Context: an optimization exercise on an open-source flow, tuned for small area, a short achievable clock period and few clock cycles per item. The choices shown serve that exercise and are no tape-out recipe. Function was checked by simulation only, so behaviour that the tests miss may differ from the original. Power figures rest on the tool's default switching activity, not on a simulated workload.

==> flow/design.v, too long to show whole: its modules and the start of the top module <==
// module cov_sq_acc: 324 lines
// module cov_mac: 373 lines
// module covariance_accumulator: 162 lines
module covariance_accumulator
#(
   parameter int DATA_W = 16,
   parameter int LOG2_N = 2
) (
   input  logic              clk,
   input  logic              rst,
   input  logic              start,
   input  logic              in_valid,
   output logic              in_ready,
   input  logic [DATA_W-1:0] x_in,
   input  logic [DATA_W-1:0] y_in,
   output logic              bram_ena,
   output logic              bram_wea,
   output logic [1:0]        bram_addra,
   output logic [31:0]       bram_dina,
   output logic              busy,
   output logic              done
);
  // ...
==> flow/flow/run.sh <==
#!/bin/bash
# The standard layout, except that synthesis leaves the adder trees to ABC
# instead of mapping them onto full-adder cells (ADDER_MAP_FILE empty), and
# timing repair aims at a tighter period than the design's clock. The clock,
# constraints, registers and the rest of the flow are the standard ones.
set -euo pipefail
bash standard.sh ADDER_MAP_FILE= SETUP_SLACK_MARGIN=5.5 finish > flow_make.log 2>&1
==> flow/standard.sh <==
#!/bin/bash
# synth_recipe.tcl (not shown) runs the flow's synth.tcl, then flattens the netlist and writes it again
# the make line also repeats each setting of config.mk as NAME=value (left out here)
make -C /OpenROAD-flow-scripts/flow DESIGN_CONFIG=/design/flow/config.mk WORK_HOME=/design/flow/orfs CLKGATE_MAP_FILE= SYNTH_SCRIPT=/design/flow/synth_recipe.tcl "${@:-finish}"
==> flow/config.mk <==
export PLATFORM = sky130hd
export DESIGN_NAME = covariance_accumulator
export DESIGN_NICKNAME = covariance_accumulator
export VERILOG_FILES = /design/flow/design.v
export SDC_FILE = /design/flow/constraint.sdc
export NUM_CORES = 4
export LEC_CHECK = 0
export CAP_MARGIN = 20
export CORE_MARGIN = 2
export CORE_UTILIZATION = 40
export SETUP_SLACK_MARGIN = 5
export SLEW_MARGIN = 20
==> flow/constraint.sdc <==
create_clock -name core_clock -period 8.5 [get_ports {clk}]
set_input_delay 1.7000 -clock core_clock [delete_from_list [all_inputs] [get_ports {clk}]]
set_output_delay 1.7000 -clock core_clock [all_outputs]
set_load 0.01 [all_outputs]
==> flow_metrics.tcl, run 1 <==
set metrics [dict create \
    final_util 0.475 \
    synth-seq-cells 307 \
    cp_num_cells 13 \
    core_um2 67200 \
    cap_violations 0 \
    die-area_um2 69800 \
    multiInputGateArea_um2 20200 \
    grt_max_degree 55 \
    grt_setup_unrepaired "yes" \
    rr_endpoint "dina_q[28]" \
    synth_top_area_frac 0.250 \
    ir_drop_uv 158 \
    ant_nets 0 \
    finalSetupViolations 0 \
    wire_per_inst_um 18.8 \
    synth_compound_area_frac 0.140 \
    antenna_found_initial 3 \
    largest_class "multi-input gates" \
    synth.most_common_cell "xnor2_1" \
    synth-edff-count 0 \
    synth_xor_xnor_area_share 0.336 \
    combPwrFrac 0.625 \
    cp_slowest_cell "a2111oi_4" \
    fin_area_um2 31900 \
    dr_wl_met3_mm 6.23 \
    synth_area_um2 27100 \
    areaGrowthSynthToFinish_pct 17.8 \
    power_density_nw_per_um2 394 \
    synth_nets 3442 \
    clkSlewWorstSetupHoldPaths_ns 0.06 \
    status "finished clean" \
    synth_fa_ha_area_frac 0.0955 \
    seq_share 0.199 \
    synthCells 3406 \
    port_buffers 74 \
    async_flop_share 0.0358 \
    fillers 6352 \
    track_usage 0.218 \
    holdPathEnd "xx_s[0]" \
    num-multi-input-gates 2823 \
    p_sw_frac 0.441 \
    drt_iter0_drc 2286 \
    cellInternalPower_mw 7.02 \
    crit_end "dina_q[28]" \
    synthTopCellsByArea "xnor2_1 25%, dfxtp_1 22%, maj3_1 9.4%" \
]
Testbench counts, summed over its fixed seeds: cycles 5,128, windows 512.
==> run 2, diff against run 1 <==
--- a/flow/config.mk
+++ b/flow/config.mk
@@ -5,6 +5,7 @@
 export SDC_FILE = /design/flow/constraint.sdc
 export NUM_CORES = 4
 export LEC_CHECK = 0
+export ABC_AREA = 1
 export CAP_MARGIN = 20
 export CORE_MARGIN = 2
 export CORE_UTILIZATION = 40
==> run 2 against run 1 <==
Compared with the run above: count of clock-buffer cells in the layout up 4; wire length up 28%; cell area up 4.2%; first-iteration DRC count up 23%; still clean; largest cell class unchanged; register-to-register slack better by 0.34 ns; combinational power down 6.5%.
==> flow_metrics.tcl, run 2 <==
set metrics [dict create \
    ys_types 49 \
    synth_area_um2 30400 \
    yosysSeqAreaShare 0.204 \
    antenna_found_initial 1 \
    slew_headroom 0.283 \
    ant_nets 0 \
    cts_buffers 41 \
    fillers 8173 \
    die-area_um2 78200 \
    hold_viol_final 0 \
    clock-root-buffer "clkbuf_16" \
    synth-seq-cells 307 \
    min_path_type "reg -> reg" \
    startpoint_type "flop" \
    synth_top_area_frac 0.310 \
    pwr-share-clk 0.158 \
    hpwl_mm 78.4 \
    final_util 0.440 \
    synth-edff-count 0 \
    cellInternalPower_mw 5.93 \
    cp.required_ns 6.80 \
    clock_path_buffers 3 \
    p_sw_frac 0.510 \
    cp-end-kind "primary output" \
    power_density_nw_per_um2 364 \
    place.gp.congestion 0.918 \
    cts_num_sinks 307 \
    async_flop_share 0.0358 \
    final_max_slew_viol_count 0 \
    hold_buffers 0 \
    crit_fanout 3 \
    clkLatencyLatePin_ns 0.60 \
    firstDrtPassIters 8 \
    synthCells 5538 \
    drive_above_1_share 0.0422 \
    tns_ns 0 \
    yosys.area.top_type "nand2_1" \
    areaGrowthSynthToFinish_pct 9.44 \
    vias_per_cell 5.09 \
    core_um2 75600 \
    track_usage 0.267 \
    worstPathArrival_ns 1.26 \
    grt_setup_unrepaired "yes" \
    grt-ovfl-total 0 \
    h-tree-depth 2 \
    cap_violations 0 \
    die-height_um 280 \
    grt_pass1_vias 29770 \
    sequentialPowerShare 0.235 \
    crit_buf_inv 1 \
    layout_common_cells "2507 x nand2_1, 590 x inv_1, 481 x nand3_1" \
    nets 5568 \
    cp_cell_sequence "dlygate4sd2_1" \
    port_buffers 74 \
    wire_per_inst_um 16.1 \
    std_cell_rows 101 \
    cp_slowest_cell "dfrtp_1" \
    drc 0 \
    io_pins 75 \
    clkSlewWorstSetupHoldPaths_ns 0.06 \
    start_util 0.402 \
    cts_tree "built" \
    layout_commonest_cell "nand2_1" \
    synth_area_per_cell_um2 5.49 \
    finalSetupViolations 0 \
    status "finished clean" \
    synth.most_common_cell "nand2_1" \
    critPathKind "reg -> out" \
    dr_total_vias 33331 \
    drt_iter0_drc 2804 \
    reg2reg_depth 14 \
    cp_num_cells 1 \
    grt_pass1_wl_mm 164 \
    worstHoldPathCells 1 \
    combPwrFrac 0.607 \
    power_switching_mw 6.17 \
    worstMarginPinSlew_ns 1.07 \
    fp.dieW_um 280 \
    finClkSkew_ns 0.0185 \
    grt_max_degree 80 \
    min_period_ns 2.96 \
    ir_drop_uv 176 \
    max_freq_ghz 0.338 \
    p_leak_nw 18.3 \
    yosys_warnings 1 \
    ys.flop_type "dfxtp_1" \
    period_share 0.348 \
    synthTopCellsByCount "2508 x nand2_1, 598 x inv_1, 481 x nand3_1" \
    wirelength_mm 106 \
    synthTopCellsByArea "nand2_1 31%, dfxtp_1 19%, xor2_1 8.9%" \
    cp_top_family "flip-flops" \
    cp_slowest_stage_delay_ns 0.38 \
    synth_nets 5574 \
]
==> run 2: cell types whose count changed in the layout (fill, tap and decap cells not counted), moves of 69 or more <==
cell	change
inv_1	+527
xor2_1	+69
nand3_1	+464
nand2_1	+1997
nor2b_1	-71
xnor2_1	-637
buf_4	-88
maj3_1	-251
nor2_1	+119
a22oi_1	-111
==> run 2: what timing repair did <==
action                     in CTS  in global routing
resized for setup              48                 49
setup endpoints to repair      62                 78
buffers inserted                3                 13
==> run 2: layout make-up <==
class / instances / area, um^2 / area share
Clock inverter: 18 / 289 / 0.00869
Inverter: 619 / 2370 / 0.0712
Multi-Input combinational cell: 4436 / 20800 / 0.625
Tap cell: 978 / 1220 / 0.0368
Sequential cell: 307 / 6230 / 0.187
Timing Repair Buffer: 127 / 1170 / 0.0351
Clock buffer: 58 / 1200 / 0.0361
Antenna cell: 1 / 2.50 / 0.0000752
==> run 2: logic make-up (layout without fill, tap and decap cells) <==
logic type / Yosys count / in the layout / synth area share
AO/OA/AOI/OAI: 460 / 460 / 0.0830
XOR/XNOR: 434 / 434 / 0.126
buffers and inverters: 795 / 822 / 0.112
flip-flops: 307 / 307 / 0.204
other: 0 / 1 / 0
AND/OR/NAND/NOR: 3542 / 3542 / 0.475
==> run 2: path summary, 6_finish.rpt <==
kind	startpoint	to	slack [ns]
setup / recovery	busy_q	busy	5.54
hold / removal	cnt_q[0]	first_q	0.42
setup reg to reg	xq[7]	xx_c[20]	5.69
hold reg to reg	cnt_q[0]	first_q	0.42
max in group asynchronous	rst	ena_q	6.76
min in group asynchronous	rst	done_q	1.41
==> run 2: layer usage <==
layer | up-vias | global-route usage | wire length, um
met5 | - | 0 | 0
met2 | 1120 | 0.422 | 44800
met4 | 0 | 0.0913 | 3620
met1 | 14801 | 0.373 | 49200
met3 | 210 | 0.0339 | 8030
li1 | 17200 | - | -
==> run 2: power by group through the flow <==
stage	Clock, mW	Sequential [mW]	Combinational [mW]
3_3_place_gp	0	2.85	7.14
3_5_place_dp	0	2.84	7.26
4_1_cts	1.95	2.81	7.25
2_1_floorplan	0	2.44	5.83
5_1_grt	2.01	2.90	8.36
6_report	1.92	2.84	7.34
==> run 2: stage by stage <==
stage | area, um^2 | total power, mW | std cells | hold slack (ns) | worst slack, ns
CTS | 33000 | 12.0 | 6530 | 0.427 | 5.27
global route | 33300 | 13.3 | 6543 | 0.437 | 5.38
finish | 33300 | 12.1 | 6544 | 0.423 | 5.54
detailed placement | 31600 | 10.1 | 6451 | 0.420 | 5.22
floorplan | 30400 | 8.27 | 5538 | 0.403 | 5.87
global placement | 31600 | 9.99 | 6451 | 0.410 | 5.18
==> run 3, diff against run 2 <==
==> flow/run.sh (new file) <==
#!/bin/bash
# synth_recipe.tcl (not shown) runs the flow's synth.tcl, then flattens the netlist and writes it again
# the make line also repeats each setting of config.mk as NAME=value (left out here)
make -C /OpenROAD-flow-scripts/flow DESIGN_CONFIG=/design/flow/config.mk WORK_HOME=/design/flow/orfs CLKGATE_MAP_FILE= SYNTH_SCRIPT=/design/flow/synth_recipe.tcl finish
removed: flow/flow/run.sh
removed: flow/standard.sh
==> run 3 against run 2 <==
Compared with the run above: still clean; die area shrank 13%; count of clock-buffer cells in the layout shrank 6; combinational power fell by about 10%; global-route usage decreased by 2.8 points; utilization grew 2.4 points; flip-flop and latch count is the same; largest cell class unchanged.
==> flow_metrics.tcl, run 3 <==
set metrics [dict create \
    async_flop_share 0.0358 \
    dr_total_vias 20309 \
    areaGrowthSynthToFinish_pct 15.3 \
    clkSlewWorstSetupHoldPaths_ns 0.06 \
    busiest_layer "met2" \
    ant_nets 0 \
    start_util 0.403 \
    layout_common_cells "793 x inv_1, 658 x nand2_1, 377 x fa_1" \
    layout_commonest_cell "inv_1" \
    reg2reg_depth 12 \
    worstPathArrival_ns 3.91 \
    worstHoldPathCells 2 \
    firstDrtPassIters 6 \
    synth-edff-count 0 \
    cts_tree "built" \
    synth_top_area_frac 0.299 \
    finalNonFillerCells 4187 \
    cap_violations 0 \
    track_usage 0.238 \
    core_um2 65500 \
    hold_buffers 0 \
    yosys_warnings 1 \
    synth.most_common_cell "inv_1" \
    grt_pass1_wl_mm 123 \
    rr_endpoint "xy_c[15]" \
    h-tree-depth 2 \
    synth_nets 3776 \
    synthTopCellsByCount "815 x inv_1, 659 x nand2_1, 394 x fa_1" \
    holdPathEnd "yy_s[0]" \
    gr-usage-met1 0.326 \
    grt_pass1_vias 21060 \
    finClkSkew_ns 0.0252 \
    cp-end-kind "flop" \
    use_met3 0.0449 \
    grt-ovfl-total 0 \
    wirelength_mm 78.0 \
    io_pins 75 \
    p_leak_nw 15.6 \
    ir_drop_uv 138 \
    cts_buffers 39 \
    synthCells 3230 \
    hold_viol_final 0 \
    critPathKind "reg -> reg" \
    r2r-start "xq[5]" \
    cp.required_ns 8.95 \
    std_cell_rows 94 \
    grt_max_degree 69 \
    die-height_um 261 \
    die-area_um2 68000 \
    min_period_ns 3.46 \
    finalSetupViolations 0 \
    startpoint_type "flop" \
    synth_area_per_cell_um2 8.17 \
    clock-root-buffer "clkbuf_16" \
    synthTopCellsByArea "fa_1 30%, dfxtp_1 22%, inv_1 12%" \
    fillers 6310 \
    fp.dieW_um 261 \
    wire_per_inst_um 18.6 \
    ff2ff_setup_slack_ns 5.04 \
    synth_area_um2 26400 \
    drive_above_1_share 0.0915 \
    yosys.area.top_type "fa_1" \
    max_freq_ghz 0.289 \
    cts_num_sinks 307 \
    antenna_found_initial 0 \
    grt_setup_unrepaired "yes" \
    yosysSeqAreaShare 0.235 \
    vias_per_cell 4.85 \
    drt_iter0_drc 1589 \
    slew_headroom 0.319 \
    period_share 0.407 \
    ys_types 45 \
    final_max_slew_viol_count 0 \
    worstHoldStart "yy_c[0]" \
    hpwl_mm 58.3 \
    worstMarginPinSlew_ns 1.02 \
    synth-seq-cells 307 \
    ys.flop_type "dfxtp_1" \
    placed_cells 4044 \
    clock_path_buffers 3 \
    crit_fanout 6 \
    use_met2 0.371 \
    clkLatencyLatePin_ns 0.57 \
    drc 0 \
    power_density_nw_per_um2 367 \
    port_buffers 74 \
    nets 3837 \
    tns_ns 0 \
    min_path_type "reg -> reg" \
    status "finished clean" \
    place.gp.congestion 0.909 \
]
[run 3: changes by cell type in the layout (fill, tap and decap cells not counted), moves of 131 or more]
cell	previous run	this run
nand2_1	2507	658
fa_1	0	377
nand3_1	481	83
o21ai_0	181	46
xor2_1	308	162
inv_1	590	793
nor2_1	341	210
[run 3: area by class of cell]
cell class / instances / area [um^2] / share of cell area
Sequential cell: 307 / 6260 / 0.206
Timing Repair Buffer: 169 / 1730 / 0.0570
Multi-Input combinational cell: 1942 / 16700 / 0.547
Clock buffer: 52 / 1100 / 0.0361
Inverter: 832 / 3280 / 0.108
Tap cell: 864 / 1080 / 0.0355
Clock inverter: 20 / 312 / 0.0102
Antenna cell: 1 / 2.50 / 0.0000822
[run 3: cell families after synthesis]
group / after synthesis / synth area share
compound gates: 250 / 0.0570
xor+xnor: 177 / 0.0590
fa+ha+maj: 510 / 0.354
buf+inv: 981 / 0.142
flops: 307 / 0.235
mux: 3 / 0.00128
simple gates: 1002 / 0.152
[run 3: repair_timing]
action,CTS,global route
pin swaps,2,19
endpoints found under the setup margin,77,36
buffers inserted,56,11
resized for setup,98,63
cloned,2,1
[run 3: critical path, cell delays in order (launching register included)]
cell	delay (ns)
dfxtp_1	0.36
buf_12	0.13
clkinvlp_4	0.13
buf_4	0.20
o22ai_1	0.20
xor2_1	0.18
ha_1	0.25
inv_1	0.10
fa_2	0.45
fa_2	0.36
fa_1	0.51
inv_1	0.05
fa_1	0.42
[run 3: routing by layer]
metal  wire, um  part of all wire  up-vias
li1           -                 -     9543
met2      34100              0.44      765
met1      34200              0.44     9829
met3       6130             0.079      172
met5          0                 0        -
met4       3560             0.046        0
[run 3: how the worst max path moves through the flow]
stage | startpoint | to | slack, ns
4_1_cts | one_q[5] | xy_c[17] | 4.98
6_report | xq[5] | xy_c[15] | 5.04
2_1_floorplan | xq[12] | xy_c[16] | 5.01
3_5_place_dp | one_q[0] | xy_c[15] | 4.12
5_1_grt | one_q[1] | xy_c[18] | 4.90
3_3_place_gp | one_q[0] | xy_c[16] | 4.20
[run 3: per-stage QoR]
step | power (mW) | setup WS [ns] | hold WS, ns | utilization | area (um^2)
global route | 12.4 | 4.90 | 0.457 | 0.464 | 30400
global placement | 8.88 | 4.20 | 0.412 | 0.424 | 27800
finish | 11.2 | 5.04 | 0.434 | 0.464 | 30400
CTS | 11.1 | 4.98 | 0.432 | 0.459 | 30100
floorplan | 7.04 | 5.01 | 0.403 | - | 26400
detailed placement | 9.07 | 4.12 | 0.416 | 0.424 | 27800
[run 3: power by group]
group	total [mW]	leakage [nW]	internal [mW]	switching, mW
clock network	1.83	0.676	1.13	0.705
logic	6.58	12.3	2.60	3.98
registers	2.75	2.61	2.21	0.534
total	11.2	15.6	5.94	5.22
==> run 4, diff against run 3 <==
==> flow/flow/run.sh (new file) <==
#!/bin/bash
# The standard layout, except that:
#  - synthesis leaves the adder trees to ABC instead of mapping them onto
#    full-adder cells (ADDER_MAP_FILE empty), and Yosys's generic synth step
#    skips its quick ABC pass (synth -noabc), so the final ABC mapping starts
#    from the design's own XOR/majority trees;
#  - timing repair aims at a tighter period than the design's clock.
# The clock, constraints, registers and the rest of the flow are the standard ones.
set -euo pipefail
sed '1s/.*/proc synth {args} { yosys synth -nofsm -noshare -noabc {*}$args }/' \
   synth_recipe.tcl > synth_noabc.tcl
grep -q -- '-noabc' synth_noabc.tcl
bash standard.sh SYNTH_SCRIPT="$PWD/synth_noabc.tcl" ADDER_MAP_FILE= SETUP_SLACK_MARGIN=5.5 finish > flow_make.log 2>&1
==> flow/standard.sh (new file) <==
#!/bin/bash
# synth_recipe.tcl (not shown) runs the flow's synth.tcl, then flattens the netlist and writes it again
# the make line also repeats each setting of config.mk as NAME=value (left out here)
make -C /OpenROAD-flow-scripts/flow DESIGN_CONFIG=/design/flow/config.mk WORK_HOME=/design/flow/orfs CLKGATE_MAP_FILE= SYNTH_SCRIPT=/design/flow/synth_recipe.tcl "${@:-finish}"
removed: flow/run.sh
==> run 4 against run 3 <==
Compared with the run above: wire length grew 35%; combinational power grew 8.8%; die area grew 17%; cell count grew 57%; synthesized cell count grew 71%; total power grew 5.4%; non-clock buffer count shrank 34; critical path type is now reg -> out; critical endpoint is now bram_addra[1]; largest power group unchanged; highest routed layer is now met5.
==> flow_metrics.tcl, run 4 <==
set metrics [dict create \
    wire_per_inst_um 16.0 \
    drc 0 \
    gr-usage-met1 0.368 \
    finalSetupViolations 0 \
    die-area_um2 79300 \
    holdPathEnd "xx_s[0]" \
    die-height_um 282 \
    core_um2 76200 \
    period_share 0.347 \
    start_util 0.405 \
    seqCellArea_um2 6230 \
    min_path_type "reg -> reg" \
    cts_tree "built" \
    ys_types 52 \
    grt-ovfl-total 0 \
    max_freq_ghz 0.339 \
    worstHoldPathCells 2 \
    startpoint_type "flop" \
    critPathKind "reg -> out" \
    synth_nets 5551 \
    layout_commonest_cell "nand2_1" \
    whs_ns 0.427 \
    clock-root-buffer "clkbuf_16" \
    multiInputGateArea_um2 21000 \
    synth_area_per_cell_um2 5.59 \
    ff2ff_setup_slack_ns 5.66 \
    cp_top_family "flip-flops" \
    cp-end-kind "primary output" \
    ant_nets 0 \
    track_usage 0.265 \
    grt_setup_unrepaired "yes" \
    status "finished clean" \
    synth_top_area_frac 0.285 \
    hold_viol_final 0 \
    use_met3 0.0400 \
    crit_buf_inv 1 \
    min_period_ns 2.95 \
    rr_endpoint "yy_c[18]" \
    synth-edff-count 0 \
    cp_cell_sequence "dlygate4sd2_1" \
    grt_pass1_vias 30057 \
    synthTopCellsByCount "2343 x nand2_1, 664 x inv_1, 445 x nand3_1" \
    p_leak_nw 18.2 \
    reg2reg_depth 12 \
    dr_total_vias 33166 \
    grt_pass1_wl_mm 165 \
    use_met2 0.417 \
    hold_buffers 0 \
    firstDrtPassIters 5 \
    ir_drop_uv 213 \
    synthCells 5515 \
    crit_fanout 2 \
    final_max_slew_viol_count 0 \
    nets 5557 \
    cts_num_sinks 307 \
    synth-seq-cells 307 \
    synth_area_um2 30800 \
    place.gp.congestion 0.897 \
    h-tree-depth 2 \
    clock_path_buffers 3 \
    grt_max_degree 107 \
    tns_ns 0 \
    worstMarginPinSlew_ns 0.852 \
    yosys.area.top_type "nand2_1" \
    port_buffers 74 \
    fp.dieW_um 282 \
    vias_per_cell 5.04 \
    worstHoldStart "xx_c[0]" \
    clkSlewWorstSetupHoldPaths_ns 0.06 \
    wirelength_mm 105 \
    drive_above_1_share 0.0477 \
    hpwl_mm 78.6 \
    busiest_layer "met2" \
    ys.flop_type "dfxtp_1" \
    power_density_nw_per_um2 348 \
    synth.most_common_cell "nand2_1" \
    layout_common_cells "2343 x nand2_1, 655 x inv_1, 445 x nand3_1" \
    synthTopCellsByArea "nand2_1 29%, dfxtp_1 19%, xor2_1 11%" \
    finClkSkew_ns 0.0284 \
    cp.required_ns 6.80 \
    cp_slowest_cell "dfrtp_1" \
    std_cell_rows 101 \
    drt_iter0_drc 2966 \
    cts_buffers 40 \
    yosys_warnings 1 \
    yosysSeqAreaShare 0.201 \
    cp_slowest_stage_delay_ns 0.37 \
    r2r-start "neg_q[3]" \
    fillers 8226 \
    antenna_cells 0 \
    areaGrowthSynthToFinish_pct 9.53 \
    antenna_found_initial 5 \
    worstPathArrival_ns 1.25 \
    slew_headroom 0.431 \
    io_pins 75 \
    cap_violations 0 \
    async_flop_share 0.0358 \
    clkLatencyLatePin_ns 0.61 \
]
## run 4: cell count changes after synthesis, moves of 89 or more
cell,before,now
a21oi_1,39,139
clkbuf_1,96,7
fa_1,394,0
ha_1,116,0
inv_1,815,664
nand2_1,659,2343
nand3_1,83,445
nor2_1,210,380
o21ai_0,48,181
xnor2_1,9,119
xor2_1,167,374
## run 4: metrics by stage
step	instances	cell area, um^2	total power [mW]	utilization	setup slack (ns)
after CTS	6555	33400	11.7	0.439	5.28
after detailed placement	6481	32000	9.83	0.421	5.04
after global routing	6581	33800	12.9	0.443	5.40
after global placement	6481	32000	9.73	0.421	5.01
final	6581	33800	11.8	0.443	5.55
after floorplan	5515	30800	8.09	-	5.88
## run 4: layout make-up
type	count	share of cell area
clock buffer	50	0.0319
clock inverter	22	0.00915
inverter	695	0.0793
multi-input combinational	4342	0.620
sequential	307	0.184
tap	1030	0.0381
timing repair buffer	135	0.0366
## run 4: cell families (layout without fill, tap and decap cells)
group,count (synthesis),count (layout),share of synthesized area
AO/OA/AOI/OAI,483,483,0.0884
AND/OR/NAND/NOR,3331,3331,0.437
buffers and inverters,866,902,0.120
flip-flops,307,307,0.201
adder cells (fa/ha/maj),23,23,0.00746
XOR/XNOR,505,505,0.146
## run 4: metal layers
layer	part of all wire	wire length, um
met4	0.034	3600
met5	0.00060	63
met1	0.46	48900
met2	0.42	43800
met3	0.084	8850
## run 4: worst max path at each step
stage / start / to / slack [ns] / depth (start not counted)
after floorplan: in_valid / one_q[0] / 5.88 / 4
after global placement: first_q / yy_s[21] / 5.01 / 13
after detailed placement: first_q / yy_s[21] / 5.04 / 13
after CTS: rdy_q / in_ready / 5.28 / 1
after global routing: neg_q[6] / xy_c[15] / 5.40 / 19
final: addr_q[1] / bram_addra[1] / 5.55 / 1
## run 4: where the power goes
| part | internal (mW) | total (mW) | leakage, nW | switching [mW] |
|---|---|---|---|---|
| sequential | 2.11 | 2.78 | 2.60 | 0.668 |
| clock | 1.06 | 1.82 | 0.677 | 0.753 |
| combinational | 2.53 | 7.16 | 14.9 | 4.63 |
| total | 5.71 | 11.8 | 18.2 | 6.05 |
## run 4: timing repair
action | 4_1_cts | 5_1_grt
endpoints found under the setup margin | 145 | 99
hold endpoints to repair | 0 | 0
buffers inserted | 2 | 26
gates resized for setup | 51 | 64

-- port drivers added, routing unchanged --
The results above use ideal ports. As a check the final layouts listed here were re-extracted and re-timed, cells and wires unchanged. Step 1: set_driving_cell puts a clkbuf_16 on clk and a buf_2 on each other input, an assumption about the parent block. Step 2 adds t to the input delays and takes it off the output delays; t is the mean of the earliest and latest rising clock arrival at the registers after step 1. Input paths then give back, and output paths get back, about the clock's delay inside the block. Three values: no drivers, after step 1, after step 2; two values: the first two.
| run | shift t [ns] | slack for setup (ns) | hold slack, ns | clock arrival spread, ns |
|---|---|---|---|---|
| run 1 | 0.625 | 5.350 / 5.350 / 5.344 | 0.461 / 0.461 / 0.461 | 0.025 / 0.025 |
| run 2 | 0.659 | 5.539 / 5.471 / 5.169 | 0.423 / 0.423 / 0.423 | 0.018 / 0.019 |
| run 3 | 0.618 | 5.041 / 5.018 / 4.802 | 0.434 / 0.434 / 0.434 | 0.026 / 0.026 |
| run 4 | 0.663 | 5.554 / 5.486 / 5.110 | 0.427 / 0.427 / 0.427 | 0.028 / 0.029 |
After both steps every run listed still meets setup and hold. For run 4, which loses most, drivers alone change the setup slack by -0.068 ns; drivers and shift together by -0.444 ns.
